This design comes from an exercise in tuning for small area, a short achievable clock period and few clock cycles per item on the open sky130 flow, not from production work. Where RTL was checked, it was by simulation tests only, not by an equivalence proof against the original. For run 6, only the layout was checked, not whether the RTL still works. In every run shown here, the design's own scripts or RTL, not TritonCTS, make the clock network. The clock port is modelled as an ideal driver, which makes a skipped or thinned clock tree look cheaper than it is; a real chip needs a root buffer or a tree. No activity file was given, so power comes from the tool's default toggle rates.

`flow/standard.sh`:
```
#!/bin/bash
# synth_recipe.tcl (not shown) runs the flow's synth.tcl, then flattens the netlist and writes it again
# the make line also repeats each setting of config.mk as NAME=value (left out here)
make -C /OpenROAD-flow-scripts/flow DESIGN_CONFIG=/design/flow/config.mk WORK_HOME=/design/flow/orfs CLKGATE_MAP_FILE= SYNTH_SCRIPT=/design/flow/synth_recipe.tcl "${@:-finish}"
```
`flow/flow/cts_hook.tcl`:
```
# A two-level clock tree: the clock port drives one root buffer, which drives
# one leaf buffer per cluster of nearby flip-flops.
proc my_manual_cts {args} {
  set db [ord::get_db]
  set block [ord::get_db_block]
  set nleaf 10
  set leafm [$db findMaster sky130_fd_sc_hd__clkbuf_16]
  set rootm [$db findMaster sky130_fd_sc_hd__clkbuf_16]
  set clk_port_net [[$block findBTerm clock] getNet]
  set sinks {}
  set xs {}
  set ys {}
  foreach it [$clk_port_net getITerms] {
    lappend sinks $it
    set bb [[$it getInst] getBBox]
    lappend xs [expr {([$bb xMin] + [$bb xMax]) / 2.0}]
    lappend ys [expr {([$bb yMin] + [$bb yMax]) / 2.0}]
  }
  set n [llength $sinks]
  # k-means on the sink positions, seeded along a space-filling order
  set order [lsort -integer -indices [lmap x $xs y $ys {expr {int($y / 20000) * 1000000 + (int($y / 20000) % 2 ? -int($x) : int($x))}}]]
  set cx {}; set cy {}
  for {set k 0} {$k < $nleaf} {incr k} {
    set i [lindex $order [expr {int(($k + 0.5) * $n / $nleaf)}]]
    lappend cx [lindex $xs $i]; lappend cy [lindex $ys $i]
  }
  set cap [expr {int(ceil(1.15 * $n / $nleaf))}]
  for {set iter 0} {$iter < 30} {incr iter} {
    # balanced assignment: each sink to the nearest centre with room, farthest sinks first
    set cnt [lrepeat $nleaf 0]
    set asg [lrepeat $n -1]
    set pairs {}
    for {set i 0} {$i < $n} {incr i} {
      set best 1e30
      for {set k 0} {$k < $nleaf} {incr k} {
        set d [expr {abs([lindex $xs $i] - [lindex $cx $k]) + abs([lindex $ys $i] - [lindex $cy $k])}]
        if {$d < $best} { set best $d }
      }
      lappend pairs [list $i $best]
    }
    foreach p [lsort -real -decreasing -index 1 $pairs] {
      set i [lindex $p 0]
      set best 1e30; set bk -1
      for {set k 0} {$k < $nleaf} {incr k} {
        if {[lindex $cnt $k] >= $cap} continue
        set d [expr {abs([lindex $xs $i] - [lindex $cx $k]) + abs([lindex $ys $i] - [lindex $cy $k])}]
        if {$d < $best} { set best $d; set bk $k }
      }
      lset asg $i $bk
      lset cnt $bk [expr {[lindex $cnt $bk] + 1}]
    }
    set sx [lrepeat $nleaf 0.0]; set sy [lrepeat $nleaf 0.0]
    for {set i 0} {$i < $n} {incr i} {
      set k [lindex $asg $i]
      lset sx $k [expr {[lindex $sx $k] + [lindex $xs $i]}]
      lset sy $k [expr {[lindex $sy $k] + [lindex $ys $i]}]
    }
    for {set k 0} {$k < $nleaf} {incr k} {
      if {[lindex $cnt $k] > 0} {
        lset cx $k [expr {[lindex $sx $k] / [lindex $cnt $k]}]
        lset cy $k [expr {[lindex $sy $k] / [lindex $cnt $k]}]
      }
    }
  }
  # the root sits at the centre of the leaves
  set rx 0.0; set ry 0.0
  for {set k 0} {$k < $nleaf} {incr k} { set rx [expr {$rx + [lindex $cx $k]}]; set ry [expr {$ry + [lindex $cy $k]}] }
  set rx [expr {int($rx / $nleaf)}]; set ry [expr {int($ry / $nleaf)}]
  set root [odb::dbInst_create $block $rootm clkbuf_root_clock]
  $root setLocation $rx $ry
  $root setPlacementStatus PLACED
  set rootnet [odb::dbNet_create $block clknet_root_clock]
  $rootnet setSigType CLOCK
  [$root findITerm A] connect $clk_port_net
  [$root findITerm X] connect $rootnet
  set leafnets {}
  for {set k 0} {$k < $nleaf} {incr k} {
    set leaf [odb::dbInst_create $block $leafm clkbuf_leaf_${k}_clock]
    $leaf setLocation [expr {int([lindex $cx $k])}] [expr {int([lindex $cy $k])}]
    $leaf setPlacementStatus PLACED
    set net [odb::dbNet_create $block clknet_leaf_${k}_clock]
    $net setSigType CLOCK
    [$leaf findITerm A] connect $rootnet
    [$leaf findITerm X] connect $net
    lappend leafnets $net
  }
  for {set i 0} {$i < $n} {incr i} {
    set it [lindex $sinks $i]
    $it disconnect
    $it connect [lindex $leafnets [lindex $asg $i]]
  }
  $clk_port_net setSigType CLOCK
  puts "my_manual_cts: $n sinks, $nleaf leaves of [$leafm getName], counts $cnt"
  set_propagated_clock [all_clocks]
}

# ORFS's cts.tcl calls clock_tree_synthesis right after this hook: build the
# two-level tree above in its place. Everything else in cts.tcl (placement
# legalisation, timing repair) runs as usual.
rename clock_tree_synthesis my_orfs_clock_tree_synthesis
proc clock_tree_synthesis {args} {
  my_manual_cts
}
```
`flow/constraint.sdc`:
```
create_clock -name core_clock -period 5.5 [get_ports {clock}]
set_input_delay 1.1000 -clock core_clock [delete_from_list [all_inputs] [get_ports {clock}]]
set_output_delay 1.1000 -clock core_clock [all_outputs]
set_load 0.01 [all_outputs]
```
`flow/flow/run.sh`:
```
#!/bin/bash
# The standard layout with two changes: plain buffers (not delay cells) on the
# ports, and a two-level clock tree (one root buffer, ten leaf buffers, each
# driving a cluster of nearby flip-flops) in place of ORFS's clock tree, which
# has one level more. ORFS's own output is in standard_flow.log and orfs/logs.
set -euo pipefail
bash standard.sh \
  "BUFFER_PORTS_ARGS=-buffer_cell sky130_fd_sc_hd__buf_1" \
  "PRE_CTS_TCL=$PWD/flow/cts_hook.tcl" \
  finish > standard_flow.log 2>&1
```
`flow/config.mk`:
```
export PLATFORM = sky130hd
export DESIGN_NAME = toy_language_char_tokenizer
export DESIGN_NICKNAME = toy_language_char_tokenizer
export VERILOG_FILES = /design/flow/design.v
export SDC_FILE = /design/flow/constraint.sdc
export NUM_CORES = 4
export LEC_CHECK = 0
export ABC_CLOCK_PERIOD_IN_PS = 2200
export CAP_MARGIN = 20
export CORE_MARGIN = 2
export CORE_UTILIZATION = 65
export SETUP_SLACK_MARGIN = 3.1
export SLEW_MARGIN = 20
```
`flow/design.v`:
```
package tlct_pkg;
   localparam logic [4:0] TOK_ASSIGN = 5'd15;
   localparam logic [4:0] TOK_EQUALS = 5'd16;
   localparam logic [4:0] TOK_SYMBOL = 5'd17;
   localparam logic [4:0] TOK_NUMBER = 5'd18;
   localparam logic [4:0] TOK_IF     = 5'd19;
   localparam logic [4:0] TOK_WHILE  = 5'd20;
   localparam logic [4:0] TOK_OUT    = 5'd21;
   localparam logic [4:0] TOK_END    = 5'd22;
   localparam logic [4:0] TOK_ERROR  = 5'd23;
   localparam logic [1:0] KIND_NONE   = 2'd0;
   localparam logic [1:0] KIND_ASSIGN = 2'd1;
   localparam logic [1:0] KIND_SYMBOL = 2'd2;
   localparam logic [1:0] KIND_NUMBER = 2'd3;
endpackage
import tlct_pkg::*;
module toy_language_char_tokenizer
(
   input  logic        clock,
   input  logic        reset,
   input  logic        req_valid,
   output logic        req_stall,
   input  logic [7:0]  req_char_in,
   input  logic        req_end_of_input,
   output logic        rsp_valid,
   input  logic        rsp_stall,
   output logic [4:0]  rsp_token_kind,
   output logic [4:0]  rsp_text_length,
   output logic [63:0] rsp_text_first,
   output logic [63:0] rsp_text_second,
   output logic        rsp_text_overflow,
   output logic        rsp_last_of_run
);
   typedef struct packed {
      logic       c_end;    
      logic       c_op;     
      logic       c_eq;     
      logic       c_let;    
      logic       c_dig;    
      logic       c_f;      
      logic       c_t;
      logic       c_e;
   } cls_t;
   function automatic logic [3:0] op_index(input logic [7:0] ch);
      case (ch)
         "-": op_index = 4'd1;
         "*": op_index = 4'd2;
         "/": op_index = 4'd3;
         "%": op_index = 4'd4;
         "<": op_index = 4'd5;
         ">": op_index = 4'd6;
         "!": op_index = 4'd7;
         "&": op_index = 4'd8;
         "|": op_index = 4'd9;
         "(": op_index = 4'd10;
         ")": op_index = 4'd11;
         "{": op_index = 4'd12;
         "}": op_index = 4'd13;
         ";": op_index = 4'd14;
         default: op_index = 4'd0;
      endcase
   endfunction
   function automatic cls_t classify(input logic [7:0] ch, input logic eoi);
      cls_t c;
      c        = '0;
      c.c_op   = (ch == "+") || (ch == "-") || (ch == "*") || (ch == "/") || (ch == "%")
                 || (ch == "<") || (ch == ">") || (ch == "!") || (ch == "&") || (ch == "|")
                 || (ch == "(") || (ch == ")") || (ch == "{") || (ch == "}") || (ch == ";");
      c.c_end = eoi;
      c.c_op  = c.c_op & ~eoi;
      c.c_eq  = (ch == "=") & ~eoi;
      c.c_let = (((ch >= "a") && (ch <= "z")) || ((ch >= "A") && (ch <= "Z"))) & ~eoi;
      c.c_dig = (ch >= "0") && (ch <= "9") && !eoi;
      c.c_f   = (ch == "f") && !eoi;
      c.c_t   = (ch == "t") && !eoi;
      c.c_e   = (ch == "e") && !eoi;
      classify = c;
   endfunction
   logic       m_v, k_v;
   logic [7:0] m_ch, k_ch;
   logic       k_eoi;
   cls_t       m_c;
   logic [1:0] pk;
   logic [4:0] plen;
   logic       povf;
   logic [6:0] text_n [16];
   logic       kwp_if, kwp_out, kwp_while;    
   logic        o_v;
   logic [4:0]  o_kind, o_len;
   logic        o_ovf, o_last;
   logic [7:0]  o_b0;
   logic [15:1] o_hide;        
   logic        o_txt;         
   logic [7:0] text [16];
   for (genvar j = 0; j < 16; j++) begin : g_text_val
      assign text[j] = {1'b0, ~text_n[j]};
   end
   logic       is_none, is_asg, is_sym, is_num, ptext;
   logic       c_oth, kw;
   logic       flush, own_v, start, append;
   logic [4:0] own_kind;
   logic [1:0] pk_in;
   assign is_none = (pk == KIND_NONE);
   assign is_asg  = (pk == KIND_ASSIGN);
   assign is_sym  = (pk == KIND_SYMBOL);
   assign is_num  = (pk == KIND_NUMBER);
   assign ptext   = pk[1];
   assign c_oth   = ~(m_c.c_end | m_c.c_op | m_c.c_eq | m_c.c_let | m_c.c_dig);
   assign kw = is_sym & ((kwp_if & m_c.c_f) | (kwp_out & m_c.c_t) | (kwp_while & m_c.c_e));
   assign flush  = ~is_none & (m_c.c_end | m_c.c_op | (m_c.c_eq & ~is_asg)
                               | (m_c.c_let & ~is_sym) | (m_c.c_dig & is_asg));
   assign own_v  = m_c.c_end | m_c.c_op | (m_c.c_eq & is_asg) | (m_c.c_let & kw) | c_oth;
   assign start  = (m_c.c_let & ~is_sym) | (m_c.c_dig & ~ptext);
   assign append = (m_c.c_let & is_sym) | (m_c.c_dig & ptext);
   always_comb begin
      if (m_c.c_end) begin
         own_kind = TOK_END;
      end else if (m_c.c_op) begin
         own_kind = {1'b0, op_index(m_ch)};
      end else if (m_c.c_eq) begin
         own_kind = TOK_EQUALS;
      end else if (m_c.c_let) begin
         own_kind = kwp_if ? TOK_IF : (kwp_out ? TOK_OUT : TOK_WHILE);
      end else begin
         own_kind = TOK_ERROR;
      end
   end
   always_comb begin
      pk_in = pk;
      if (m_c.c_end || m_c.c_op || (m_c.c_eq && is_asg) || kw) begin
         pk_in = KIND_NONE;
      end else if (m_c.c_eq) begin
         pk_in = KIND_ASSIGN;
      end else if (m_c.c_let) begin
         pk_in = KIND_SYMBOL;
      end else if (m_c.c_dig && !ptext) begin
         pk_in = KIND_NUMBER;
      end
   end
   logic stay, tok, step, split, proc, upd;
   assign stay  = o_v & rsp_stall;               
   assign tok   = flush | own_v;
   assign split = flush & own_v;
   assign step = m_v & ~(stay & tok) & ~(append & o_txt);
   assign proc = step & ~split;
   assign upd = m_v & ((start & (~is_num | ~stay)) | (append & ~kw & ~o_txt));
   logic m_free, acc;
   logic [7:0] in_ch;
   logic       in_eoi;
   assign m_free    = ~m_v | proc;
   assign in_ch     = k_v ? k_ch : req_char_in;
   assign in_eoi    = k_v ? k_eoi : req_end_of_input;
   assign acc       = req_valid & ~k_v;
   logic rs;
   assign req_stall = rs;
   always_ff @(posedge clock) begin
      if (reset) begin
         rs <= 1'b0;
      end else begin
         rs <= ~m_free & (rs | req_valid);
      end
   end
   always_ff @(posedge clock) begin
      if (reset) begin
         m_v <= 1'b0;
         k_v <= 1'b0;
      end else begin
         if (m_free) begin
            m_v <= k_v | acc;
            k_v <= 1'b0;
         end else if (acc) begin
            k_v <= 1'b1;
         end
      end
   end
   always_ff @(posedge clock) begin
      if (m_free) begin
         m_ch <= in_ch;
         m_c  <= classify(in_ch, in_eoi);
      end
      if (!k_v) begin
         k_ch  <= req_char_in;
         k_eoi <= req_end_of_input;
      end
   end
   always_ff @(posedge clock) begin
      if (reset) begin
         pk <= KIND_NONE;
      end else if (step) begin
         pk <= split ? KIND_NONE : pk_in;
      end
   end
   always_ff @(posedge clock) begin
      if (upd) begin
         if (start) begin
            plen      <= 5'd1;
            povf      <= 1'b0;
            kwp_if    <= (m_ch == "i");
            kwp_out   <= 1'b0;
            kwp_while <= 1'b0;
         end else if (append) begin
            if (plen[4]) begin
               povf <= 1'b1;
            end else begin
               plen <= plen + 5'd1;
            end
            kwp_if    <= 1'b0;
            kwp_out   <= (plen == 5'd1) && (text[0] == "o") && (m_ch == "u");
            kwp_while <= (plen == 5'd3) && (text[0] == "w") && (text[1] == "h")
                         && (text[2] == "i") && (m_ch == "l");
         end
      end
   end
   always_ff @(posedge clock) begin
      if (m_v && start && (!is_num || !stay)) begin
         text_n[0] <= ~m_ch[6:0];
      end
   end
   for (genvar j = 1; j < 16; j++) begin : g_text
      always_ff @(posedge clock) begin
         if (m_v && append && !o_txt && plen == 5'(j)) begin
            text_n[j] <= ~m_ch[6:0];
         end
      end
   end
   logic [4:0]  t0_kind, t0_len;
   logic        t0_ovf;
   logic [7:0]  t0_b0, own_b0;
   logic [15:1] t0_hide;
   assign own_b0 = c_oth ? m_ch : 8'h00;
   always_comb begin
      t0_kind = own_kind;
      t0_len  = c_oth ? 5'd1 : 5'd0;
      t0_ovf  = 1'b0;
      t0_b0   = own_b0;
      t0_hide = '1;
      if (flush) begin
         t0_kind = is_asg ? TOK_ASSIGN : (is_sym ? TOK_SYMBOL : TOK_NUMBER);
         t0_len  = ptext ? plen : 5'd0;
         t0_ovf  = ptext & povf;
         t0_b0   = ptext ? text[0] : 8'h00;
         for (int j = 1; j < 16; j++) begin
            t0_hide[j] = !(ptext && (plen > 5'(j)));
         end
      end
   end
   always_ff @(posedge clock) begin
      if (reset) begin
         o_v   <= 1'b0;
         o_txt <= 1'b0;
      end else if (!stay) begin
         o_v   <= step & tok;
         o_txt <= step & tok & ~t0_hide[1];
      end
   end
   always_ff @(posedge clock) begin
      if (!stay) begin
         o_kind <= t0_kind;
         o_len  <= t0_len;
         o_ovf  <= t0_ovf;
         o_last <= ~split;
         o_b0   <= t0_b0;
      end
   end
   always_ff @(posedge clock) begin
      for (int j = 1; j < 16; j++) begin
         o_hide[j] <= stay ? !(o_len > 5'(j)) : t0_hide[j];
      end
   end
   assign rsp_valid         = o_v;
   assign rsp_token_kind    = o_kind;
   assign rsp_text_length   = o_len;
   assign rsp_text_overflow = o_ovf;
   assign rsp_last_of_run   = o_last;
   always_comb begin
      rsp_text_first[7:0] = o_b0;
      for (int j = 1; j < 8; j++) begin
         rsp_text_first[8*j +: 8] = {1'b0, ~(text_n[j] | {7{o_hide[j]}})};
      end
      for (int j = 0; j < 8; j++) begin
         rsp_text_second[8*j +: 8] = {1'b0, ~(text_n[8+j] | {7{o_hide[8+j]}})};
      end
   end
endmodule
```
==> impl_metrics.tcl, run 1 <==
set metrics [dict create \
    hpwl_mm 12.00 \
    synth_area_leaders "edfxtp_1 60%, dfxtp_1 7.9%, nor2_1 6.8%" \
    n_antenna_cell 0 \
    ys_warn_count 3 \
    r2r_cells 2 \
    hold_class "register to register" \
    viasPerCell 6.086 \
    io_pins 155 \
    synth_top_area_cell "edfxtp_1" \
    insertion_delay_ps 390 \
    fin_cells 932 \
    arrival_ps 2380 \
    grt_pass1_vias 5010 \
    avgSynthCellArea_sq_um 11.96 \
    postRouteAntennaNets 0 \
    hp-start "rs$_SDFF_PP0_" \
    grt_overflow 0 \
    dieWidth_um 114.0 \
    ys_async_sr_fraction 0 \
    post-route-period-util 0.4222 \
    placed_cells 919 \
    antenna_found_initial 0 \
    synth_edf_count 157 \
    synth-main-ff-cell "edfxtp_1" \
    post-route-min-period_ps 2322 \
    syn_inst 657 \
    r2r_slack_ps 3180 \
    drive_above_1_share 0.05350 \
    clkTransAtPathRegs_ps 70 \
    yosysSeqAreaShare 0.6789 \
    worst_pin_slew_ps 914.0 \
    leakagePower_nw 2.957 \
    ys_ff_latch 188 \
    drt_pre_antenna_iters 5 \
    core_area_sq_um 11910 \
    grt_pass1_wl_mm 26.03 \
    path_max_fanout 18 \
    fin_hold_ws_ps 473.6 \
    wire_per_inst_um 19.07 \
    multiInputGateArea_sq_um 2321 \
    vias 5672 \
    power_per_cell_area_nw_per_um2 330.7 \
    holdBufCountCts 0 \
    die_h_um 114.0 \
    min_path_cells 2 \
    wirelength_mm 17.77 \
    area_growth_pct 11.64 \
    final.fill_count 807 \
    r2r-end "text_n[2][0]$_DFFE_PP_" \
    grtUsageTotal 0.2580 \
    reg2reg_from "plen[2]$_SDFFCE_PN0P_" \
    skew_ps 26.10 \
    cp-start-kind "register" \
    syn_area_sq_um 7859 \
    irDropWorstVdd_v 0.0002443 \
    port_buffers 139 \
    start_util 0.6598 \
    rsz0062_at_grt "no" \
    route.detailed.drc 0 \
    slew_headroom 0.3860 \
    cp_data_required_time_ps 5550 \
    min_to "rs$_SDFF_PP0_" \
    maxCapViolCount 0 \
    hold_violations 0 \
    die_area_sq_um 12990 \
    setup_slack_ps 3178 \
    gp_routability_congestion 1.008 \
    setup_viol 0 \
    final_max_slew_viol_count 0 \
    fin_tns_setup_ps 0 \
    totalPowerFinal_mw 2.901 \
    outcome "timing/DRC/antenna clean" \
    end_kind "register" \
    final_area_sq_um 8773 \
    synth_top_area_frac 0.5999 \
    fmax_mhz 430.6 \
    layout.nets 808 \
    regArea_sq_um 5338 \
    crit_type "register to register" \
    rows 40 \
    ys_types 63 \
    drt_iter0_drc 620 \
    dp_slack_ps 2329 \
    grt_max_degree 34 \
    final_util 0.7366 \
    final_cell_mix "157 x edfxtp_1, 139 x buf_1, 137 x nor2_1" \
    placed_cell_area_sq_um 8428 \
    final_common_cell "edfxtp_1" \
]
-- report_power, final --
group / internal [mW] / switching, mW / total (mW)
clock: 0.355 / 0.397 / 0.752
sequential: 1.66 / 0.0972 / 1.76
combinational: 0.120 / 0.271 / 0.391
total: 2.14 / 0.765 / 2.90
-- area by class of cell --
class | count | share of cell area
Inverter | 24 | 0.01070
Tap cell | 147 | 0.02096
Multi-Input combinational cell | 419 | 0.2645
Buffer | 11 | 0.03137
Sequential cell | 188 | 0.6084
Timing Repair inverter | 1 | 0.0005705
Timing Repair Buffer | 142 | 0.06346
-- worst max-delay path: stages, from the launching register on --
cell,delay [ps]
edfxtp_1,660
nor3_1,840
and3_1,490
-- flip-flops by register name, summed over array words and instances (netlist names), 5 cells and up --
signal  cells
k_ch        8
plen        5
text_n    112
m_ch        8
m_c         8
o_len       5
o_b0        8
o_hide     15
o_kind      5
-- Yosys cell counts, drive strengths merged (12+ instances only) --
cell type and n:
a21oi 31, a31oi 12, and3 12, buf 23, clkbuf 17, dfxtp 31
edfxtp 157, inv 24, nand2 33, nor2 143, nor3 21, o21ai 29
-- how the worst max path moves through the flow --
stage / end / startpoint / slack, ps
5_1_grt: o_kind[0]$_DFFE_PN_ / m_ch[3]$_DFFE_PP_ / 3120
6_report: text_n[2][0]$_DFFE_PP_ / plen[2]$_SDFFCE_PN0P_ / 3180
3_5_place_dp: m_ch[5]$_DFFE_PP_ / rsp_stall / 2330
2_1_floorplan: kwp_if$_SDFFCE_PP0P_ / rsp_stall / 3080
3_3_place_gp: m_ch[4]$_DFFE_PP_ / rsp_stall / 2390
4_1_cts: o_b0[6]$_DFFE_PN_ / pk[1]$_SDFFE_PP0P_ / 3120
-- routing by layer --
metal  wire length [um]  part of all wire  track usage
met1               6946              0.39       0.3330
met2               9121              0.51       0.4698
met3               1242             0.070      0.02710
met4                461             0.026      0.06667
met5                  0                 0            0
-- cells by family after synthesis --
group / share of synthesized area
and+or+nand+nor: 0.1657
DFF: 0.6789
AOI/OAI and AO/OA: 0.08549
buffers and inverters: 0.03869
muxes: 0.01465
adders and majority gates: 0.01274
xor gates and xnor gates: 0.003344
other: 0.0004772
-- repair_timing --
item                                    4_1_cts  5_1_grt
setup buffers                                 1        0
pin swaps                                     1        0
cloned                                        0        1
endpoints found under the setup margin       38       81
hold endpoints to repair                      0        0
gates resized for setup                       3       12
Testbench counts, summed over its fixed seeds: cycles 25,414, items 24,000.
==> run 2: changes to the inputs <==
--- a/flow/config.mk
+++ b/flow/config.mk
@@ -9,5 +9,5 @@
 export CAP_MARGIN = 20
 export CORE_MARGIN = 2
 export CORE_UTILIZATION = 65
-export SETUP_SLACK_MARGIN = 3.1
+export SETUP_SLACK_MARGIN = 3.4
 export SLEW_MARGIN = 20
==> impl_metrics.tcl, run 2 <==
set metrics [dict create \
    postRouteAntennaNets 0 \
    p_int_mw 2.192 \
    leakagePower_nw 3.628 \
    synth-main-ff-cell "edfxtp_1" \
    synth_simple_gate_area_frac 0.1657 \
    top_usage_layer "met2" \
    r2r_slack_ps 3450 \
    final_cell_mix "157 x edfxtp_1, 96 x buf_2, 81 x nor2_1" \
    hold_class "register to register" \
    critPathBufInv 1 \
    vias 5879 \
    regArea_sq_um 5395 \
    wirelength_mm 19.43 \
    grt_pass1_wl_mm 27.93 \
    final_common_cell "edfxtp_1" \
    synth_edf_count 157 \
    synthAdderAreaFrac 0.01274 \
    outcome "timing/DRC/antenna clean" \
    crit_chain "nor2_1 > buf_2" \
    grtUsageTotal 0.2768 \
    start_util 0.6598 \
    largest-register "text_n" \
    power_per_cell_area_nw_per_um2 310.5 \
    yosysMostFrequentCell "edfxtp_1" \
    fmax_mhz 458.5 \
    n_antenna_cell 0 \
    cp_slowest_cell "edfxtp_1" \
    p_sw_mw 0.8043 \
    setup_viol 0 \
    power_frac_comb 0.162 \
    hold_violations 0 \
    drt_iter0_drc 536 \
    ys_ff_latch 188 \
    grt_overflow 0 \
    post-route-period-util 0.3965 \
    hpwl_mm 11.78 \
    ys_types 63 \
    synth_xor_area_frac 0.003343 \
    synth_area_leaders "edfxtp_1 60%, dfxtp_1 7.9%, nor2_1 6.8%" \
    layout.nets 848 \
    arrival_ps 1080 \
    skew_ps 23.50 \
    synth_commonest_cells "157 x edfxtp_1, 143 x nor2_1, 33 x nand2_1" \
    ys_warn_count 3 \
    synth_top_area_frac 0.5999 \
    final.fill_count 685 \
    grt_util_met3 0.03082 \
    maxCapViolCount 0 \
    largest_reg_flops 112 \
    drt_pre_antenna_iters 6 \
    critPathMaxStageDelay_ps 410 \
    end_kind "primary output" \
    port_buffers 139 \
    die_h_um 114.0 \
    grt_max_degree 41 \
    post-route-min-period_ps 2181 \
    core_area_sq_um 11910 \
    reg_top3 "text_n: 112 flops, o_hide: 15 flops" \
    syn_inst 657 \
    ys_async_sr_fraction 0 \
    insertion_delay_ps 400 \
    worst_pin_slew_ps 763.1 \
    wire_per_inst_um 19.99 \
    crit_family "flip-flops" \
    rows 40 \
    avgSynthCellArea_sq_um 11.96 \
    rsz0062_at_grt "yes" \
    placed_cell_area_sq_um 8446 \
    synth_top_area_cell "edfxtp_1" \
    switching_share 0.2684 \
    synth-compound-area-share 0.08550 \
    area_growth_pct 22.81 \
    p_clk_frac 0.252 \
    viasPerCell 6.048 \
    synthMuxAreaShare 0.01465 \
    fin_hold_ws_ps 499.6 \
    use_met1 0.3379 \
    synth_top_family_by_area "simple AND/OR/NAND/NOR gates" \
    antenna_found_initial 0 \
    placed_cells 918 \
    clkTransAtPathRegs_ps 90 \
    multiInputGateArea_sq_um 2629 \
    grt_pass1_vias 5491 \
    cp-start-kind "register" \
    route.detailed.drc 0 \
    yosysSeqAreaShare 0.6789 \
    gp_routability_congestion 0.9489 \
    cp_data_required_time_ps 4400 \
    path_max_fanout 2 \
    dieWidth_um 114.0 \
    fin_tns_setup_ps 0 \
    final_max_slew_viol_count 0 \
    io_pins 155 \
    drive_above_1_share 0.3382 \
    final_area_sq_um 9652 \
    irDropWorstVdd_v 0.0003087 \
    syn_area_sq_um 7859 \
    die_area_sq_um 12990 \
    crit_type "register to primary output" \
    gr-usage-met2 0.5123 \
    fin_cells 972 \
    slew_headroom 0.4907 \
    seq_power_share 0.586 \
]
-- run 2: cell counts after synthesis --
No cell type changed its count.
-- run 2: cells by family (layout without fill, tap and decap cells) --
kind of cell	count (synthesis)	count (layout)
AO/OA/AOI/OAI	108	108
buffers and inverters	64	217
flip-flops	188	188
multiplexers	11	11
XOR/XNOR	3	3
other	1	15
adder cells (fa/ha/maj)	8	8
AND/OR/NAND/NOR	274	275
-- run 2: timing repair --
item	CTS	global route
buffers inserted	19	22
gates cloned	1	1
pin swaps	25	24
endpoints found under the setup margin	278	256
resized for setup	181	71
hold buffers	0	0
-- run 2: final timing paths --
path,start,end,cells past startpoint
max reg2reg,kwp_if$_SDFFCE_PP0P_,m_c[3]$_DFFE_PP_,6
max,text_n[2][2]$_DFFE_PP_,rsp_text_first[18],2
min reg2reg,rs$_SDFF_PP0_,rs$_SDFF_PP0_,2
min,rs$_SDFF_PP0_,rs$_SDFF_PP0_,2
-- run 2: layout make-up --
type | count | area share
timing repair buffer | 181 | 0.1089
tap | 147 | 0.01906
multi-input combinational | 420 | 0.2724
timing repair inverter | 1 | 0.0005185
buffer | 11 | 0.02852
sequential | 188 | 0.5590
inverter | 24 | 0.01167
-- run 2: metal layers --
metal	routed length (um)	part of all wire
met3	1387	0.071
met4	636	0.033
met2	10200	0.53
met5	0	0
met1	7204	0.37
-- run 2: power by group through the flow --
stage | registers, mW | clock network, mW | logic [mW]
2_1_floorplan | 1.75 | 0 | 0.274
3_3_place_gp | 1.78 | 0 | 0.376
3_5_place_dp | 1.78 | 0 | 0.380
4_1_cts | 1.75 | 0.759 | 0.432
5_1_grt | 1.76 | 0.806 | 0.525
6_report | 1.75 | 0.755 | 0.487
-- run 2: worst reg2reg max path, cell delays in order, from the launching register on --
cell and delay (ps):
edfxtp_1 440, a222oi_1 370, buf_4 190, a2bb2oi_2 200
o211ai_1 140, a22oi_2 220, buf_12 190
-- run 2: through the flow --
stage	setup WS (ps)	total power, mW	util
floorplan	3134	2.020	-
global placement	2204	2.155	0.7090
detailed placement	2177	2.163	0.7090
CTS	3311	2.939	0.7754
global route	3282	3.095	0.8103
finish	3319	2.996	0.8103
==> run 3: changes to the inputs <==
--- a/flow/config.mk
+++ b/flow/config.mk
@@ -5,9 +5,10 @@
 export SDC_FILE = /design/flow/constraint.sdc
 export NUM_CORES = 4
 export LEC_CHECK = 0
+export ABC_AREA = 1
 export ABC_CLOCK_PERIOD_IN_PS = 2200
 export CAP_MARGIN = 20
 export CORE_MARGIN = 2
 export CORE_UTILIZATION = 65
-export SETUP_SLACK_MARGIN = 3.4
+export SETUP_SLACK_MARGIN = 3.3
 export SLEW_MARGIN = 20
==> impl_metrics.tcl, run 3 <==
set metrics [dict create \
    synth_area_leaders "edfxtp_1 60%, nor2_1 8.5%, dfxtp_1 7.8%" \
    wirelength_mm 18.71 \
    drive_above_1_share 0.1459 \
    wire_per_inst_um 17.91 \
    power_per_cell_area_nw_per_um2 333.4 \
    fin_hold_ws_ps 483.2 \
    die_h_um 114.3 \
    start_util 0.6613 \
    die_area_sq_um 13070 \
    avgSynthCellArea_sq_um 10.73 \
    postRouteAntennaNets 0 \
    path_max_fanout 8 \
    drt_pre_antenna_iters 8 \
    post-route-min-period_ps 2226 \
    irDropWorstVdd_v 0.0002435 \
    grt_pass1_vias 5426 \
    antenna_found_initial 0 \
    largest_reg_flops 112 \
    syn_inst 737 \
    end_kind "register" \
    outcome "timing/DRC/antenna clean" \
    final.fill_count 819 \
    ys_ff_latch 188 \
    cp-start-kind "register" \
    synth_commonest_cells "180 x nor2_1, 157 x edfxtp_1, 97 x nand2_1" \
    core_area_sq_um 11960 \
    fin_tns_setup_ps 0 \
    drt_iter0_drc 597 \
    yosysSeqAreaShare 0.6745 \
    yosysMostFrequentCell "nor2_1" \
    placed_cell_area_sq_um 8531 \
    synth_top_area_cell "edfxtp_1" \
    rows 40 \
    vias 5866 \
    final_area_sq_um 9129 \
    setup_viol 0 \
    grtUsageTotal 0.2700 \
    post-route-period-util 0.4047 \
    ys_warn_count 3 \
    rsz0062_at_grt "yes" \
    arrival_ps 2250 \
    hpwl_mm 12.58 \
    fmax_mhz 449.3 \
    leakagePower_nw 3.463 \
    holdBufCountCts 0 \
    clkTransAtPathRegs_ps 80 \
    n_antenna_cell 0 \
    final_common_cell "nor2_1" \
    final_max_slew_viol_count 0 \
    ys_types 38 \
    syn_area_sq_um 7910 \
    maxCapViolCount 0 \
    port_buffers 139 \
    synth_edf_count 157 \
    io_pins 155 \
    largest-register "text_n" \
    hold_class "register to register" \
    hold_violations 0 \
    slew_headroom 0.4353 \
    skew_ps 13.51 \
    dieWidth_um 114.3 \
    crit_type "register to register" \
    layout.nets 921 \
    grt_pass1_wl_mm 27.48 \
    ys_async_sr_fraction 0 \
    area_growth_pct 15.41 \
    grt_max_degree 23 \
    final_cell_mix "172 x nor2_1, 157 x edfxtp_1, 110 x buf_1" \
    insertion_delay_ps 390 \
    worst_pin_slew_ps 846.1 \
    cp_data_required_time_ps 5530 \
    synth_top_area_frac 0.5960 \
    viasPerCell 5.613 \
    route.detailed.drc 0 \
    synth-main-ff-cell "edfxtp_1" \
    reg_top3 "text_n: 112 flops, o_hide: 15 flops" \
    grt_overflow 0 \
    gp_routability_congestion 0.9483 \
]
[run 3: per-layer routing]
layer	GRT usage	share of wire
met1	0.3433	0.39
met2	0.4976	0.52
met3	0.03017	0.063
met4	0.06667	0.028
met5	0	0
[run 3: final cells by class]
class                   count  area [sq um]  share of cell area
multi-input cells         451          2221              0.2433
flip-flops and latches    188          5355              0.5866
well taps                 147         183.9             0.02015
repair buffers            156         723.2             0.07922
plain buffers              11         275.3             0.03015
inverters                  90         360.3             0.03947
repair inverters            2         10.01            0.001096
[run 3: worst max-delay path, stage by stage (launching register included)]
cell	delay [ps]
edfxtp_1	560
inv_1	220
nand2_1	210
nor2_2	280
inv_1	100
nor3_2	500
[run 3: stage by stage]
stage                     std cells  power (mW)  worst slack (ps)  utilization
after floorplan                 751       2.073              3351            -
after global placement         1017       2.229              2623       0.7132
after detailed placement       1017       2.246              2550       0.7132
after CTS                      1032       3.002              3249       0.7454
after global routing           1045       3.155              3180       0.7632
final                          1045       3.043              3274       0.7632
[run 3: cell families after synthesis]
group                    Yosys count  synth area share
AO/OA/AOI/OAI                     74           0.05821
other                              1         0.0004741
adder cells (fa/ha/maj)            8           0.01265
flip-flops                       188            0.6745
AND/OR/NAND/NOR                  353            0.1900
buffers and inverters            113           0.06422
[run 3: what timing repair did]
action	in CTS	in global routing
pin swaps	1	0
buffers inserted	1	12
gates cloned	3	1
resized for setup	18	57
setup endpoints to repair	71	209
[run 3: where the power goes]
part	leakage [nW]	total, mW	switching, mW	internal, mW
clock network	0.136	0.761	0.405	0.355
logic	1.59	0.513	0.365	0.147
registers	1.73	1.77	0.0918	1.68
total	3.46	3.04	0.862	2.18
[run 3: worst paths after layout]
check / start / to / slack (ps) / cells past startpoint
min: rs$_SDFF_PP0_ / rs$_SDFF_PP0_ / 480 / 2
min reg2reg: rs$_SDFF_PP0_ / rs$_SDFF_PP0_ / 480 / 2
max: plen[4]$_SDFFCE_PN0P_ / text_n[1][3]$_DFFE_PP_ / 3270 / 5
max reg2reg: plen[4]$_SDFFCE_PN0P_ / text_n[1][3]$_DFFE_PP_ / 3270 / 5
==> run 4: changes to the inputs <==
--- a/flow/config.mk
+++ b/flow/config.mk
@@ -5,7 +5,6 @@
 export SDC_FILE = /design/flow/constraint.sdc
 export NUM_CORES = 4
 export LEC_CHECK = 0
-export ABC_AREA = 1
 export ABC_CLOCK_PERIOD_IN_PS = 2200
 export CAP_MARGIN = 20
 export CORE_MARGIN = 2
==> impl_metrics.tcl, run 4 <==
set metrics [dict create \
    synth_top_area_cell "edfxtp_1" \
    leakagePower_nw 3.178 \
    rsz0062_at_grt "yes" \
    final_cell_mix "157 x edfxtp_1, 133 x nor2_1, 101 x buf_1" \
    final_common_cell "edfxtp_1" \
    reg_top3 "text_n: 112 flops, o_hide: 15 flops" \
    path_max_fanout 2 \
    io_pins 155 \
    hpwl_mm 11.93 \
    syn_inst 657 \
    hold_class "register to register" \
    dieWidth_um 114.0 \
    switching_share 0.2677 \
    antenna_found_initial 0 \
    fin_tns_setup_ps 0 \
    wire_per_inst_um 19.45 \
    seq_power_share 0.595 \
    skew_ps 19.47 \
    ys_async_sr_fraction 0 \
    setup_viol 0 \
    avgSynthCellArea_sq_um 11.96 \
    vias 5639 \
    grt_pass1_wl_mm 26.81 \
    ys_ff_latch 188 \
    grtUsageTotal 0.2650 \
    start_util 0.6598 \
    synth_top_area_frac 0.5999 \
    drt_iter0_drc 534 \
    layout.nets 825 \
    final_max_slew_viol_count 0 \
    drt_pre_antenna_iters 5 \
    grt_overflow 0 \
    p_sw_mw 0.7909 \
    fin_hold_ws_ps 485.8 \
    hold_violations 0 \
    power_per_cell_area_nw_per_um2 324.7 \
    ys_warn_count 3 \
    wirelength_mm 18.46 \
    final.fill_count 805 \
    p_int_mw 2.163 \
    p_clk_frac 0.256 \
    totalPowerFinal_mw 2.954 \
    end_kind "primary output" \
    rows 40 \
    die_h_um 114.0 \
    post-route-period-util 0.4000 \
    post-route-min-period_ps 2200 \
    yosysSeqAreaShare 0.6789 \
    cp_data_required_time_ps 4400 \
    core_area_sq_um 11910 \
    synth-main-ff-cell "edfxtp_1" \
    die_area_sq_um 12990 \
    synth_area_leaders "edfxtp_1 60%, dfxtp_1 7.9%, nor2_1 6.8%" \
    synth_commonest_cells "157 x edfxtp_1, 143 x nor2_1, 33 x nand2_1" \
    clkTransAtPathRegs_ps 80 \
    syn_area_sq_um 7859 \
    postRouteAntennaNets 0 \
    synth_edf_count 157 \
    outcome "timing/DRC/antenna clean" \
    fmax_mhz 454.5 \
    cp-start-kind "register" \
    arrival_ps 1100 \
    gp_routability_congestion 0.9209 \
    largest-register "text_n" \
    n_antenna_cell 0 \
    viasPerCell 5.942 \
    power_frac_comb 0.149 \
    yosysMostFrequentCell "edfxtp_1" \
    crit_type "register to primary output" \
    ys_types 63 \
    area_growth_pct 15.79 \
    port_buffers 139 \
    irDropWorstVdd_v 0.0002644 \
    drive_above_1_share 0.1608 \
    insertion_delay_ps 400 \
    grt_max_degree 41 \
    worst_pin_slew_ps 813.9 \
    final_util 0.7640 \
    route.detailed.drc 0 \
    slew_headroom 0.4568 \
    largest_reg_flops 112 \
    holdBufCountCts 0 \
    grt_pass1_vias 5125 \
    maxCapViolCount 0 \
]
==> run 4: cell types whose count changed after synthesis, moves of 12 or more <==
cell	before	now
clkbuf_1	3	16
nor2_1	180	143
a21oi_1	14	30
inv_1	84	23
nand3_1	24	9
and3_1	0	12
nand2_1	97	33
==> run 4: cells by family (layout without fill, tap and decap cells) <==
logic type / after synthesis / after routing / synth area share
and+or+nand+nor: 274 / 275 / 0.1657
adders and majority gates: 8 / 8 / 0.01274
DFF: 188 / 188 / 0.6789
other: 1 / 15 / 0.0004772
buffers and inverters: 64 / 194 / 0.03869
muxes: 11 / 11 / 0.01465
AOI/OAI and AO/OA: 108 / 108 / 0.08549
xor gates and xnor gates: 3 / 3 / 0.003344
==> run 4: power groups by stage <==
stage / logic (mW) / clock network (mW) / registers (mW)
finish: 0.441 / 0.757 / 1.76
global route: 0.481 / 0.813 / 1.77
CTS: 0.412 / 0.761 / 1.75
detailed placement: 0.382 / 0 / 1.78
global placement: 0.376 / 0 / 1.78
floorplan: 0.271 / 0 / 1.75
==> run 4: cell type report <==
type	count	area, sq um	share of cell area
buffer	11	275.3	0.03025
multi-input combinational	420	2432	0.2673
inverter	24	108.9	0.01196
tap	147	183.9	0.02021
timing repair buffer	158	737.0	0.08098
sequential	188	5358	0.5888
timing repair inverter	1	5.005	0.0005500
==> run 4: routing by layer <==
| metal | wire length (um) | up-vias | track usage |
|---|---|---|---|
| li1 | - | 2628 | - |
| met1 | 7245 | 2740 | 0.3370 |
| met2 | 9620 | 238 | 0.4857 |
| met3 | 1087 | 33 | 0.02285 |
| met4 | 508 | 0 | 0.07967 |
| met5 | 0 | - | 0 |
==> run 4: worst max-delay path: stages (launching register included) <==
cell and delay [ps]:
edfxtp_1 410, nor2_1 150, buf_2 150
==> run 4: what timing repair did <==
item | 4_1_cts | 5_1_grt
setup endpoints to repair | 175 | 200
resized for setup | 22 | 73
buffers inserted | 8 | 11
pin swaps | 2 | 4
cloned | 0 | 2
==> run 4: worst paths after layout <==
kind,cells after the start,slack [ps],start,end
max reg2reg,7,3370,pk[0]$_SDFFE_PP0P_,text_n[13][0]$_DFFE_PP_
min reg2reg,2,490,rs$_SDFF_PP0_,rs$_SDFF_PP0_
min,2,490,rs$_SDFF_PP0_,rs$_SDFF_PP0_
max,2,3300,text_n[1][5]$_DFFE_PP_,rsp_text_first[13]
==> run 4: metrics by stage <==
step	std cells	setup WS [ps]	area, sq um
after global routing	949	3262	9100
after detailed placement	917	2122	8428
after global placement	917	2185	8428
after CTS	936	3301	8845
after floorplan	671	3134	7945
final	949	3300	9100
==> run 5: changes to the inputs <==
--- a/flow/config.mk
+++ b/flow/config.mk
@@ -5,7 +5,7 @@
 export SDC_FILE = /design/flow/constraint.sdc
 export NUM_CORES = 4
 export LEC_CHECK = 0
-export ABC_CLOCK_PERIOD_IN_PS = 2200
+export ABC_CLOCK_PERIOD_IN_PS = 1500
 export CAP_MARGIN = 20
 export CORE_MARGIN = 2
 export CORE_UTILIZATION = 65
==> impl_metrics.tcl, run 5 <==
set metrics [dict create \
    outcome "timing/DRC/antenna clean" \
    cp_data_required_time_ps 4400 \
    grt_max_degree 41 \
    skew_ps 19.47 \
    grt_overflow 0 \
    fmax_mhz 454.5 \
    p_sw_mw 0.7909 \
    drive_above_1_share 0.1608 \
    viasPerCell 5.942 \
    endpoint "rsp_text_first[13]" \
    syn_inst 657 \
    postRouteAntennaNets 0 \
    largest-register "text_n" \
    area_growth_pct 15.79 \
    path_max_fanout 2 \
    p_int_mw 2.163 \
    r2r_cells 7 \
    io_pins 155 \
    fin_tns_setup_ps 0 \
    post-route-min-period_ps 2200 \
    synth_commonest_cells "157 x edfxtp_1, 143 x nor2_1, 33 x nand2_1" \
    startpoint "text_n[1][5]$_DFFE_PP_" \
    n_antenna_cell 0 \
    dp_slack_ps 2122 \
    r2r-end "text_n[13][0]$_DFFE_PP_" \
    irDropWorstVdd_v 0.0002644 \
    slew_headroom 0.4568 \
    layout.nets 825 \
    ys_async_sr_fraction 0 \
    multiInputGateArea_sq_um 2432 \
    grt_pass1_vias 5125 \
    cp-start-kind "register" \
    worst_pin_slew_ps 813.9 \
    synth_top_area_frac 0.5999 \
    maxCapViolCount 0 \
    start_util 0.6598 \
    grtUsageTotal 0.2650 \
    power_frac_comb 0.149 \
    final_max_slew_viol_count 0 \
    switching_share 0.2677 \
    power_per_cell_area_nw_per_um2 324.7 \
    setup_viol 0 \
    synth_area_leaders "edfxtp_1 60%, dfxtp_1 7.9%, nor2_1 6.8%" \
    regArea_sq_um 5358 \
    holdBufCountCts 0 \
    yosysMostFrequentCell "edfxtp_1" \
    gp_routability_congestion 0.9209 \
    hpwl_mm 11.93 \
    largest_reg_flops 112 \
    die_h_um 114.0 \
    wire_per_inst_um 19.45 \
    end_kind "primary output" \
    rows 40 \
    crit_type "register to primary output" \
    clkTransAtPathRegs_ps 80 \
    final_common_cell "edfxtp_1" \
    synth-main-ff-cell "edfxtp_1" \
    dieWidth_um 114.0 \
    final.fill_count 805 \
    drt_iter0_drc 534 \
    wirelength_mm 18.46 \
    ys_warn_count 3 \
    yosysSeqAreaShare 0.6789 \
    hold_class "register to register" \
    final_util 0.7640 \
    leakagePower_nw 3.178 \
    r2r_slack_ps 3370 \
    route.detailed.drc 0 \
    antenna_found_initial 0 \
    grt_pass1_wl_mm 26.81 \
    post-route-period-util 0.4000 \
    ys_ff_latch 188 \
    ys_types 63 \
    reg2reg_from "pk[0]$_SDFFE_PP0P_" \
    drt_pre_antenna_iters 5 \
    insertion_delay_ps 400 \
    avgSynthCellArea_sq_um 11.96 \
    vias 5639 \
    final_cell_mix "157 x edfxtp_1, 133 x nor2_1, 101 x buf_1" \
    synth_top_area_cell "edfxtp_1" \
    synth_edf_count 157 \
    core_area_sq_um 11910 \
    setup_slack_ps 3300 \
    syn_area_sq_um 7859 \
    p_clk_frac 0.256 \
    hold_violations 0 \
    port_buffers 139 \
    rsz0062_at_grt "yes" \
    seq_power_share 0.595 \
    die_area_sq_um 12990 \
    reg_top3 "text_n: 112 flops, o_hide: 15 flops" \
    arrival_ps 1100 \
]
## run 5: timing repair
action / in CTS / in global routing
gates cloned: 0 / 2
setup buffers: 8 / 11
pin swaps: 2 / 4
setup endpoints to repair: 175 / 200
gates resized for setup: 22 / 73
## run 5: critical path, stage by stage, from the launching register on
cell and delay [ps]:
edfxtp_1 410, nor2_1 150, buf_2 150
## run 5: worst min-delay path by stage
stage / startpoint / to / slack, ps / depth (start not counted)
final: rs$_SDFF_PP0_ / rs$_SDFF_PP0_ / 490 / 2
after global routing: rs$_SDFF_PP0_ / rs$_SDFF_PP0_ / 510 / 2
after CTS: rs$_SDFF_PP0_ / rs$_SDFF_PP0_ / 490 / 2
after detailed placement: rs$_SDFF_PP0_ / rs$_SDFF_PP0_ / 480 / 2
after global placement: rs$_SDFF_PP0_ / rs$_SDFF_PP0_ / 470 / 2
after floorplan: k_eoi$_DFF_P_ / k_eoi$_DFF_P_ / 490 / 1
## run 5: cell type report
| type | count | area share |
|---|---|---|
| multi-input combinational | 420 | 0.2673 |
| timing repair buffer | 158 | 0.08098 |
| buffer | 11 | 0.03025 |
| tap | 147 | 0.02021 |
| inverter | 24 | 0.01196 |
| sequential | 188 | 0.5888 |
| timing repair inverter | 1 | 0.0005500 |
## run 5: logic make-up (layout without fill, tap and decap cells)
logic type	Yosys count	count (layout)	synth area share
compound gates	108	108	0.08549
other cells	1	15	0.0004772
flops	188	188	0.6789
mux	11	11	0.01465
fa+ha+maj	8	8	0.01274
buf+inv	64	194	0.03869
simple gates	274	275	0.1657
xor+xnor	3	3	0.003344
## run 5: per-stage QoR
step	cell area (sq um)	total power, mW	hold slack [ps]	std cells
floorplan	7945	2.017	485.3	671
global placement	8428	2.156	466.6	917
detailed placement	8428	2.165	482.8	917
CTS	8845	2.918	492.4	936
global route	9100	3.059	512.6	949
finish	9100	2.954	485.8	949
## run 5: power groups by stage
| stage | logic (mW) | registers (mW) | clock network (mW) |
|---|---|---|---|
| floorplan | 0.271 | 1.75 | 0 |
| global placement | 0.376 | 1.78 | 0 |
| detailed placement | 0.382 | 1.78 | 0 |
| CTS | 0.412 | 1.75 | 0.761 |
| global route | 0.481 | 1.77 | 0.813 |
| finish | 0.441 | 1.76 | 0.757 |
## run 5: metal layers
metal,vias to the layer above,wire (um),GRT usage
met5,-,0,0
met4,0,508,0.07967
met3,33,1087,0.02285
met2,238,9620,0.4857
met1,2740,7245,0.3370
li1,2628,-,-
==> run 6: changes to the inputs <==
--- a/flow/design.v
+++ b/flow/design.v
@@ -91,6 +91,8 @@
    logic [7:0]  o_b0;
    logic [15:1] o_hide;        
    logic        o_txt;         
+   logic        s_v;           
+   logic [4:0]  s_kind;
    logic [7:0] text [16];
    for (genvar j = 0; j < 16; j++) begin : g_text_val
       assign text[j] = {1'b0, ~text_n[j]};
@@ -137,13 +139,15 @@
          pk_in = KIND_NUMBER;
       end
    end
-   logic stay, tok, step, split, proc, upd;
+   logic stay, tok, split, big, sfree, smove, proc, upd;
    assign stay  = o_v & rsp_stall;               
    assign tok   = flush | own_v;
    assign split = flush & own_v;
-   assign step = m_v & ~(stay & tok) & ~(append & o_txt);
-   assign proc = step & ~split;
-   assign upd = m_v & ((start & (~is_num | ~stay)) | (append & ~kw & ~o_txt));
+   assign sfree = ~stay & ~s_v;                  
+   assign smove = ~stay & s_v;                   
+   assign big  = split | (flush & ptext) | c_oth;
+   assign proc = m_v & ~(append & o_txt) & (~tok | sfree | (smove & ~big));
+   assign upd = m_v & ((start & (~is_num | sfree)) | (append & ~kw & ~o_txt));
    logic m_free, acc;
    logic [7:0] in_ch;
    logic       in_eoi;
@@ -186,8 +190,8 @@
    always_ff @(posedge clock) begin
       if (reset) begin
          pk <= KIND_NONE;
-      end else if (step) begin
-         pk <= split ? KIND_NONE : pk_in;
+      end else if (proc) begin
+         pk <= pk_in;
       end
    end
    always_ff @(posedge clock) begin
@@ -212,7 +216,7 @@
       end
    end
    always_ff @(posedge clock) begin
-      if (m_v && start && (!is_num || !stay)) begin
+      if (m_v && start && (!is_num || sfree)) begin
          text_n[0] <= ~m_ch[6:0];
       end
    end
@@ -249,22 +253,43 @@
          o_v   <= 1'b0;
          o_txt <= 1'b0;
       end else if (!stay) begin
-         o_v   <= step & tok;
-         o_txt <= step & tok & ~t0_hide[1];
+         if (s_v) begin
+            o_v   <= 1'b1;
+            o_txt <= 1'b0;
+         end else begin
+            o_v   <= proc & tok;
+            o_txt <= proc & tok & ~t0_hide[1];
+         end
+      end
+   end
+   always_ff @(posedge clock) begin
+      if (reset) begin
+         s_v <= 1'b0;
+      end else if (!stay) begin
+         s_v <= proc & (s_v ? tok : split);
       end
    end
    always_ff @(posedge clock) begin
       if (!stay) begin
-         o_kind <= t0_kind;
-         o_len  <= t0_len;
-         o_ovf  <= t0_ovf;
-         o_last <= ~split;
-         o_b0   <= t0_b0;
+         if (s_v) begin
+            o_kind <= s_kind;
+            o_len  <= 5'd0;
+            o_ovf  <= 1'b0;
+            o_last <= 1'b1;
+            o_b0   <= 8'h00;
+         end else begin
+            o_kind <= t0_kind;
+            o_len  <= t0_len;
+            o_ovf  <= t0_ovf;
+            o_last <= ~split;
+            o_b0   <= t0_b0;
+         end
+         s_kind <= s_v ? t0_kind : own_kind;
       end
    end
    always_ff @(posedge clock) begin
       for (int j = 1; j < 16; j++) begin
-         o_hide[j] <= stay ? !(o_len > 5'(j)) : t0_hide[j];
+         o_hide[j] <= stay ? !(o_len > 5'(j)) : (s_v | t0_hide[j]);
       end
    end
    assign rsp_valid         = o_v;
--- a/flow/config.mk
+++ b/flow/config.mk
@@ -5,7 +5,7 @@
 export SDC_FILE = /design/flow/constraint.sdc
 export NUM_CORES = 4
 export LEC_CHECK = 0
-export ABC_CLOCK_PERIOD_IN_PS = 1500
+export ABC_CLOCK_PERIOD_IN_PS = 2200
 export CAP_MARGIN = 20
 export CORE_MARGIN = 2
 export CORE_UTILIZATION = 65
==> impl_metrics.tcl, run 6 <==
set metrics [dict create \
    wirelength_mm 19.69 \
    synth_commonest_cells "162 x edfxtp_1, 143 x nor2_1, 42 x nand2_1" \
    fmax_mhz 441.9 \
    ys_ff_latch 194 \
    grt_pass1_vias 5314 \
    die_h_um 115.7 \
    wl_met2_mm 9.185 \
    cp_data_required_time_ps 5810 \
    crit_type "register to register" \
    vias 6069 \
    wire_per_inst_um 19.32 \
    final.fill_count 759 \
    power_per_cell_area_nw_per_um2 292.4 \
    grt_overflow 0 \
    layout.nets 874 \
    cp-start-kind "register" \
    io_pins 155 \
    largest-register "text_n" \
    clkTransAtPathRegs_ps 80 \
    route.detailed.drc 0 \
    leakagePower_nw 3.373 \
    syn_inst 686 \
    final_common_cell "edfxtp_1" \
    path_max_fanout 4 \
    postRouteAntennaNets 0 \
    post-route-min-period_ps 2263 \
    start_util 0.6695 \
    irDropWorstVdd_v 0.0002082 \
    synth_edf_count 162 \
    fin_cells 1019 \
    ys_async_sr_fraction 0 \
    die_area_sq_um 13390 \
    maxCapViolCount 0 \
    final_max_slew_viol_count 0 \
    setup_viol 0 \
    syn_area_sq_um 8109 \
    yosysSeqAreaShare 0.6789 \
    insertion_delay_ps 410 \
    antenna_found_initial 0 \
    end_kind "register" \
    drive_above_1_share 0.1986 \
    reg2reg_from "kwp_if$_SDFFCE_PP0P_" \
    fin_tns_setup_ps 0 \
    yosysMostFrequentCell "edfxtp_1" \
    slew_headroom 0.3075 \
    min_to "rs$_SDFF_PP0_" \
    r2r_slack_ps 3240 \
    multiInputGateArea_sq_um 2648 \
    ys_warn_count 3 \
    hold_class "register to register" \
    rows 40 \
    n_antenna_cell 0 \
    synth_top_area_cell "edfxtp_1" \
    hpwl_mm 12.25 \
    drt_iter0_drc 668 \
    grt_pass1_wl_mm 28.73 \
    placed_cells 966 \
    rsz0062_at_grt "yes" \
    regArea_sq_um 5532 \
    top_layer_used "met4" \
    viasPerCell 5.956 \
    fin_hold_ws_ps 500.9 \
    largest_reg_flops 112 \
    grtUsageTotal 0.2770 \
    synth-main-ff-cell "edfxtp_1" \
    outcome "timing/DRC/antenna clean" \
    dieWidth_um 115.7 \
    gp_routability_congestion 0.9432 \
    wl_met1_mm 8.043 \
    holdBufCountCts 0 \
    synth_area_leaders "edfxtp_1 60%, dfxtp_1 7.9%, nor2_1 6.6%" \
    core_area_sq_um 12110 \
    synth_top_area_frac 0.5999 \
    post-route-period-util 0.4114 \
    ys_types 60 \
    min_path_cells 2 \
    r2r_cells 6 \
    hp-start "rs$_SDFF_PP0_" \
    skew_ps 19.12 \
    final_util 0.7981 \
    port_buffers 139 \
    area_growth_pct 19.21 \
    arrival_ps 2580 \
    worst_pin_slew_ps 1030 \
    grt_max_degree 24 \
    hold_violations 0 \
    r2r-end "pk[0]$_SDFFE_PP0P_" \
    avgSynthCellArea_sq_um 11.82 \
    final_cell_mix "162 x edfxtp_1, 128 x nor2_1, 102 x buf_1" \
    reg_top3 "text_n: 112 flops, o_hide: 15 flops" \
    drt_pre_antenna_iters 5 \
    met3_length_mm 1.971 \
]
run 6: final cells by class:
cell class | instances | share of cell area
repair inverters | 1 | 0.0009060
well taps | 168 | 0.02174
inverters | 30 | 0.01398
plain buffers | 11 | 0.02848
repair buffers | 176 | 0.08879
multi-input cells | 439 | 0.2739
flip-flops and latches | 194 | 0.5722
run 6: where the power goes:
part           leakage [nW]  switching, mW  internal (mW)  total, mW
Combinational          1.44          0.213          0.112      0.325
Clock                 0.136          0.421          0.355      0.776
Sequential             1.79         0.0629           1.66       1.72
Total                  3.37          0.697           2.13       2.83
run 6: how the worst max path moves through the flow:
| stage | to | cells past startpoint | start |
|---|---|---|---|
| floorplan | m_c[0]$_DFFE_PP_ | 7 | rsp_stall |
| global placement | m_ch[1]$_DFFE_PP_ | 7 | rsp_stall |
| detailed placement | m_ch[4]$_DFFE_PP_ | 7 | rsp_stall |
| CTS | m_c[2]$_DFFE_PP_ | 6 | kwp_if$_SDFFCE_PP0P_ |
| global route | k_v$_SDFFE_PP0P_ | 9 | pk[1]$_SDFFE_PP0P_ |
| finish | pk[0]$_SDFFE_PP0P_ | 6 | kwp_if$_SDFFCE_PP0P_ |
run 6: per-layer routing:
layer	vias up	track usage
met5	-	0
met4	0	0.05556
met3	53	0.03870
met2	410	0.4417
met1	2835	0.4179
li1	2771	-
run 6: timing repair:
item | in CTS | in global routing
endpoints found under the setup margin | 141 | 193
setup buffers | 11 | 26
gates cloned | 4 | 1
resized for setup | 47 | 84
pin swaps | 5 | 18
run 6: worst max-delay path, cell delays in order, from the launching register on:
cell,delay (ps)
edfxtp_1,410
a222oi_1,480
o32ai_2,220
o221ai_2,280
o31ai_4,150
or4b_1,510
a21oi_2,140
run 6: kinds of logic (layout without fill, tap and decap cells):
family / Yosys count / count (layout) / synth area share
flops: 194 / 194 / 0.6789
mux: 14 / 14 / 0.01821
buf+inv: 71 / 218 / 0.04043
xor+xnor: 3 / 3 / 0.003241
other cells: 1 / 15 / 0.0004624
simple gates: 280 / 280 / 0.1586
fa+ha+maj: 8 / 8 / 0.01234
compound gates: 115 / 119 / 0.08780
run 6: stage by stage:
step,setup slack (ps),power (mW),cell area [sq um]
2_1_floorplan,2944,1.912,8208
3_3_place_gp,2367,1.995,8708
3_5_place_dp,2336,2.004,8708
4_1_cts,3210,2.783,9285
5_1_grt,3182,2.904,9667
6_report,3237,2.826,9667

afterwards: timing with drivers on the ports:
Ports are ideal in the flow. The routed layouts listed here were re-timed in OpenROAD.
Step 1: set_driving_cell puts a clkbuf_16 on clock and a buf_2 on each other input, an assumption about the parent block.
Step 2 adds t to the input delays and takes it off the output delays; t is the mean of the earliest and latest rising clock arrival at the registers after step 1. Input paths then give back, and output paths get back, about the clock's delay inside the block.
a / b / c = no drivers / after step 1 / after step 2; a / b = the first two.
run	t, ns	setup WS [ns]	worst setup path after step 2	worst register clock-pin slew, ns
run 1	0.418	3.178 / 3.178 / 2.833	input to register	0.08 / 0.08
run 2	0.425	3.319 / 3.278 / 2.999	input to register	0.09 / 0.09
run 3	0.426	3.274 / 3.274 / 2.959	input to register	0.08 / 0.08
run 4	0.424	3.300 / 3.263 / 2.911	input to register	0.08 / 0.08
run 5	0.424	3.300 / 3.263 / 2.911	input to register	0.08 / 0.08
run 6	0.439	3.237 / 3.237 / 2.833	input to register	0.09 / 0.09
After both steps setup and hold are still met in every run listed. The setup slack of run 6, which loses most, moves by 0.000 ns with the drivers and by -0.404 ns with both steps.
